From an optimization exercise on the open Yosys and OpenROAD flow, aimed at small area; shortcuts taken in it are not production practice. Function was checked by simulation only, so behaviour that the tests miss may differ from the original.

## v6
==> module frame_sequencer, before the edit <==
module frame_sequencer
(
    input  logic       clk,
    input  logic       rstn,
    input  logic       head_flag,
    output logic       start,
    output logic       filter_en,
    output logic       update_en,
    output logic       out_load,
    output logic       last_upd
);
    logic [4:0] s;
    assign start     = (s == 5'd0) && head_flag;
    assign filter_en = (s >= 5'd2) && (s <= 5'd9);
    assign update_en = (s >= 5'd10) && (s <= 5'd17);
    assign out_load  = (s == 5'd10);
    assign last_upd  = (s == 5'd17);
    always_ff @(posedge clk or negedge rstn)
    begin
        if (!rstn)
            s <= 5'd0;
        else if (s == 5'd0)
        begin
            if (head_flag)
                s <= 5'd1;
        end
        else if (s == 5'd18)
        begin
            if (!head_flag)
                s <= 5'd0;
        end
        else
            s <= s + 5'd1;
    end
endmodule
==> module step_counter, before the edit <==
module step_counter
(
    input  logic       clk,
    output logic [2:0] ptr
);
    always_ff @(posedge clk)
        ptr <= ptr + 3'd1;
endmodule
==> module ref_delay_line, before the edit <==
module ref_delay_line
(
    input  logic               clk,
    input  logic               rstn,
    input  logic               start,
    input  logic signed [13:0] reff,
    input  logic [2:0]         ptr,
    output logic signed [13:0] x
);
    logic signed [13:0] ring [8];
    logic signed [13:0] xin;
    logic [2:0]         g;
    logic [3:0]         nf;
    logic               ins;
    assign ins = (ptr == ~g);
    always_ff @(posedge clk)
    begin
        ring[0] <= ins ? xin : ring[7];
        for (int i = 1; i < 8; i++)
            ring[i] <= ring[i-1];
    end
    always_ff @(posedge clk)
    begin
        if (start)
        begin
            xin <= reff;
            g   <= g + 3'd1;
        end
    end
    always_ff @(posedge clk or negedge rstn)
    begin
        if (!rstn)
            nf <= 4'd0;
        else if (start && !nf[3])
            nf <= nf + 4'd1;
    end
    always_ff @(posedge clk)
    begin
        if (!(nf[3] || (ptr < nf[2:0])))
            x <= 14'sd0;
        else if (ptr == 3'd0)
            x <= xin;
        else
            x <= ring[g];
    end
endmodule
==> module anc_top, before the edit <==
module anc_top
(
    input  logic        clk,
    input  logic        rstn,
    input  logic        head_flag,
    input  anc_pkg::sample_t reff,
    input  anc_pkg::sample_t primary_a,
    input  anc_pkg::sample_t primary_b,
    output anc_pkg::sample_t dout,
    output logic        frame_done
);
    logic start, filter_en, update_en, out_load, last_upd;
    logic [2:0] ptr;
    logic signed [13:0] x;
    logic signed [13:0] err_a;
    logic signed [13:0] err_b;
    logic wv;
    logic [6:0] neg, one, two;
    for (genvar j = 0; j < 7; j++)
    begin : booth
        logic b2, b1, b0;
        assign b2     = x[2*j+1];
        assign b1     = x[2*j];
        assign b0     = (j == 0) ? 1'b0 : x[2*j-1];
        assign neg[j] = b2 & ~(b1 & b0);
        assign one[j] = b1 ^ b0;
        assign two[j] = (b2 & ~b1 & ~b0) | (~b2 & b1 & b0);
    end
    frame_sequencer seq_i (
        .clk       (clk),
        .rstn      (rstn),
        .head_flag (head_flag),
        .start     (start),
        .filter_en (filter_en),
        .update_en (update_en),
        .out_load  (out_load),
        .last_upd  (last_upd)
    );
    step_counter step_i (
        .clk (clk),
        .ptr (ptr)
    );
    ref_delay_line ref_i (
        .clk   (clk),
        .rstn  (rstn),
        .start (start),
        .reff  (reff),
        .ptr   (ptr),
        .x     (x)
    );
    always_ff @(posedge clk or negedge rstn)
    begin
        if (!rstn)
            wv <= 1'b0;
        else if (last_upd)
            wv <= 1'b1;
    end
    lms_channel chan_a (
        .clk       (clk),
        .start     (start),
        .filter_en (filter_en),
        .update_en (update_en),
        .wv        (wv),
        .primary   (primary_a),
        .neg       (neg),
        .one       (one),
        .two       (two),
        .err       (err_a)
    );
    lms_channel chan_b (
        .clk       (clk),
        .start     (start),
        .filter_en (filter_en),
        .update_en (update_en),
        .wv        (wv),
        .primary   (primary_b),
        .neg       (neg),
        .one       (one),
        .two       (two),
        .err       (err_b)
    );
    always_ff @(posedge clk or negedge rstn)
    begin
        if (!rstn)
        begin
            dout       <= '0;
            frame_done <= 1'b0;
        end
        else
        begin
            frame_done <= out_load;
            if (out_load)
                dout <= err_a + err_b;
        end
    end
endmodule
==> flow/config.mk <==
export PLATFORM = sky130hd
export DESIGN_NAME = anc_top
export DESIGN_NICKNAME = anc_top
export VERILOG_FILES = /design/flow/design.v
export SDC_FILE = /design/flow/constraint.sdc
export NUM_CORES = 4
export LEC_CHECK = 0
export ABC_AREA = 1
export CAP_MARGIN = 20
export CORE_MARGIN = 2
export CORE_UTILIZATION = 65
export SLEW_MARGIN = 20
==> flow/constraint.sdc <==
create_clock -name core_clock -period 12.0 [get_ports {clk}]
set_input_delay 2.4000 -clock core_clock [delete_from_list [all_inputs] [get_ports {clk}]]
set_output_delay 2.4000 -clock core_clock [all_outputs]
set_load 0.01 [all_outputs]
standard.sh (not shown) runs the stock make flow with config.mk's settings and CLKGATE_MAP_FILE= SYNTH_SCRIPT=/design/flow/synth_recipe.tcl, a recipe that flattens the netlist after the stock synthesis.
==> flow/flow/run.sh <==
#!/bin/bash
# Layout flow: the standard synthesis and layout, with these changes.
#  1. After the standard synthesis (unchanged), flow/invopt.py chooses signal
#     polarities to save inverters: full-adder cells are self-dual, xor2/xnor2
#     and and/or-type cells have complemented twins, and half adders can be
#     rebuilt from an xor and a 2-input gate. Registers are not touched.
#  2. The layout then runs with the smallest port buffers and a coarser
#     clock tree without dummy loads (flow/layout_args.sh).
# Each step writes its full output to a log file in this folder.
set -euo pipefail
R=orfs/results/sky130hd/anc_top/base
bash standard.sh synth > synth.log 2>&1
cp $R/1_2_yosys.v 1_2_yosys_standard.v
python3 flow/invopt.py 1_2_yosys_standard.v $R/1_2_yosys.v > invopt.log 2>&1
touch $R/1_2_yosys.v
source flow/layout_args.sh
bash standard.sh "${LAYOUT_ARGS[@]}" finish > layout.log 2>&1
Other scripts of this flow, unchanged in this note and not shown: flow/flow/invopt.py, flow/flow/layout_args.sh
v6 went all the way through the flow, and no timing, DRC or antenna check failed.
Relative to v6, the following input files were edited for v7:
--- a/flow/design.v
+++ b/flow/design.v
@@ -30,12 +30,27 @@
     output logic       out_load,
     output logic       last_upd
 );
     logic [4:0] s;
     assign start     = (s == 5'd0) && head_flag;
-    assign filter_en = (s >= 5'd2) && (s <= 5'd9);
-    assign update_en = (s >= 5'd10) && (s <= 5'd17);
+    logic       filt_q;
+    logic       upd_q;
+    assign filter_en = filt_q;
+    assign update_en = upd_q;
+    always_ff @(posedge clk or negedge rstn)
+    begin
+        if (!rstn)
+        begin
+            filt_q <= 1'b0;
+            upd_q  <= 1'b0;
+        end
+        else
+        begin
+            filt_q <= (s >= 5'd1) && (s <= 5'd8);       
+            upd_q  <= (s >= 5'd9) && (s <= 5'd16);      
+        end
+    end
     assign out_load  = (s == 5'd10);
     assign last_upd  = (s == 5'd17);
     always_ff @(posedge clk or negedge rstn)
     begin
         if (!rstn)
@@ -55,14 +70,20 @@
     end
 endmodule
 module step_counter
 (
     input  logic       clk,
+    input  logic       rstn,
     output logic [2:0] ptr
 );
-    always_ff @(posedge clk)
-        ptr <= ptr + 3'd1;
+    always_ff @(posedge clk or negedge rstn)
+    begin
+        if (!rstn)
+            ptr <= 3'd0;
+        else
+            ptr <= ptr + 3'd1;
+    end
 endmodule
 module ref_delay_line
 (
     input  logic               clk,
     input  logic               rstn,
@@ -84,14 +105,18 @@
             ring[i] <= ring[i-1];
     end
     always_ff @(posedge clk)
     begin
         if (start)
-        begin
             xin <= reff;
-            g   <= g + 3'd1;
-        end
+    end
+    always_ff @(posedge clk or negedge rstn)
+    begin
+        if (!rstn)
+            g <= 3'd0;
+        else if (start)
+            g <= g + 3'd1;
     end
     always_ff @(posedge clk or negedge rstn)
     begin
         if (!rstn)
             nf <= 4'd0;
@@ -1380,12 +1405,13 @@
         .update_en (update_en),
         .out_load  (out_load),
         .last_upd  (last_upd)
     );
     step_counter step_i (
-        .clk (clk),
-        .ptr (ptr)
+        .clk  (clk),
+        .rstn (rstn),
+        .ptr  (ptr)
     );
     ref_delay_line ref_i (
         .clk   (clk),
         .rstn  (rstn),
         .start (start),
## What came out
| final weighted congestion in routability-driven placement | v7 vs v6 | 0.014 lower |. Summary of v7 over v6: non-clock buffer count now sits higher, fmax shows a reduction of about 2.5%. From v6 to v7 the numbers moved as follows: met2 layer usage reported by global route lost 1.4 points. Where worst slew margin relative to its limit is concerned, v6 is outperformed by v7. v7 reports a higher maximum number of pins on one net before global-route repair than v6 does. Between v7 and v6, final worst-path cycle share is lower for v6, v7 comes in above that. v7 vs v6, end point of the critical path: chan_a.acc[22] vs chan_a.acc[21].

## static timing again, ports no longer ideal
No port has a modelled driver above. Below, the same layouts with a new extraction and two added sets of constraints.
Step 1 sets driving cells, clkbuf_16 on the clock port and buf_2 on the other inputs (assumed; they add their load-dependent delay and slew).
Step 2, shift: input delay + t, output delay - t, t = (earliest + latest rising clock arrival at the registers) / 2. This alone moves slack from input paths to output paths.
Slacks: ideal ports / drivers / drivers and shift; pairs: ideal ports / drivers.
run | shift t [ns] | slack for setup (ns) | worst hold slack (ns)
v6 | 0.609 | 0.781 / 0.781 / 0.781 | 0.247 / 0.247 / 0.247
v7 | 0.611 | 0.489 / 0.489 / 0.489 | 0.305 / 0.305 / 0.305
After both steps every run listed still meets setup and hold.
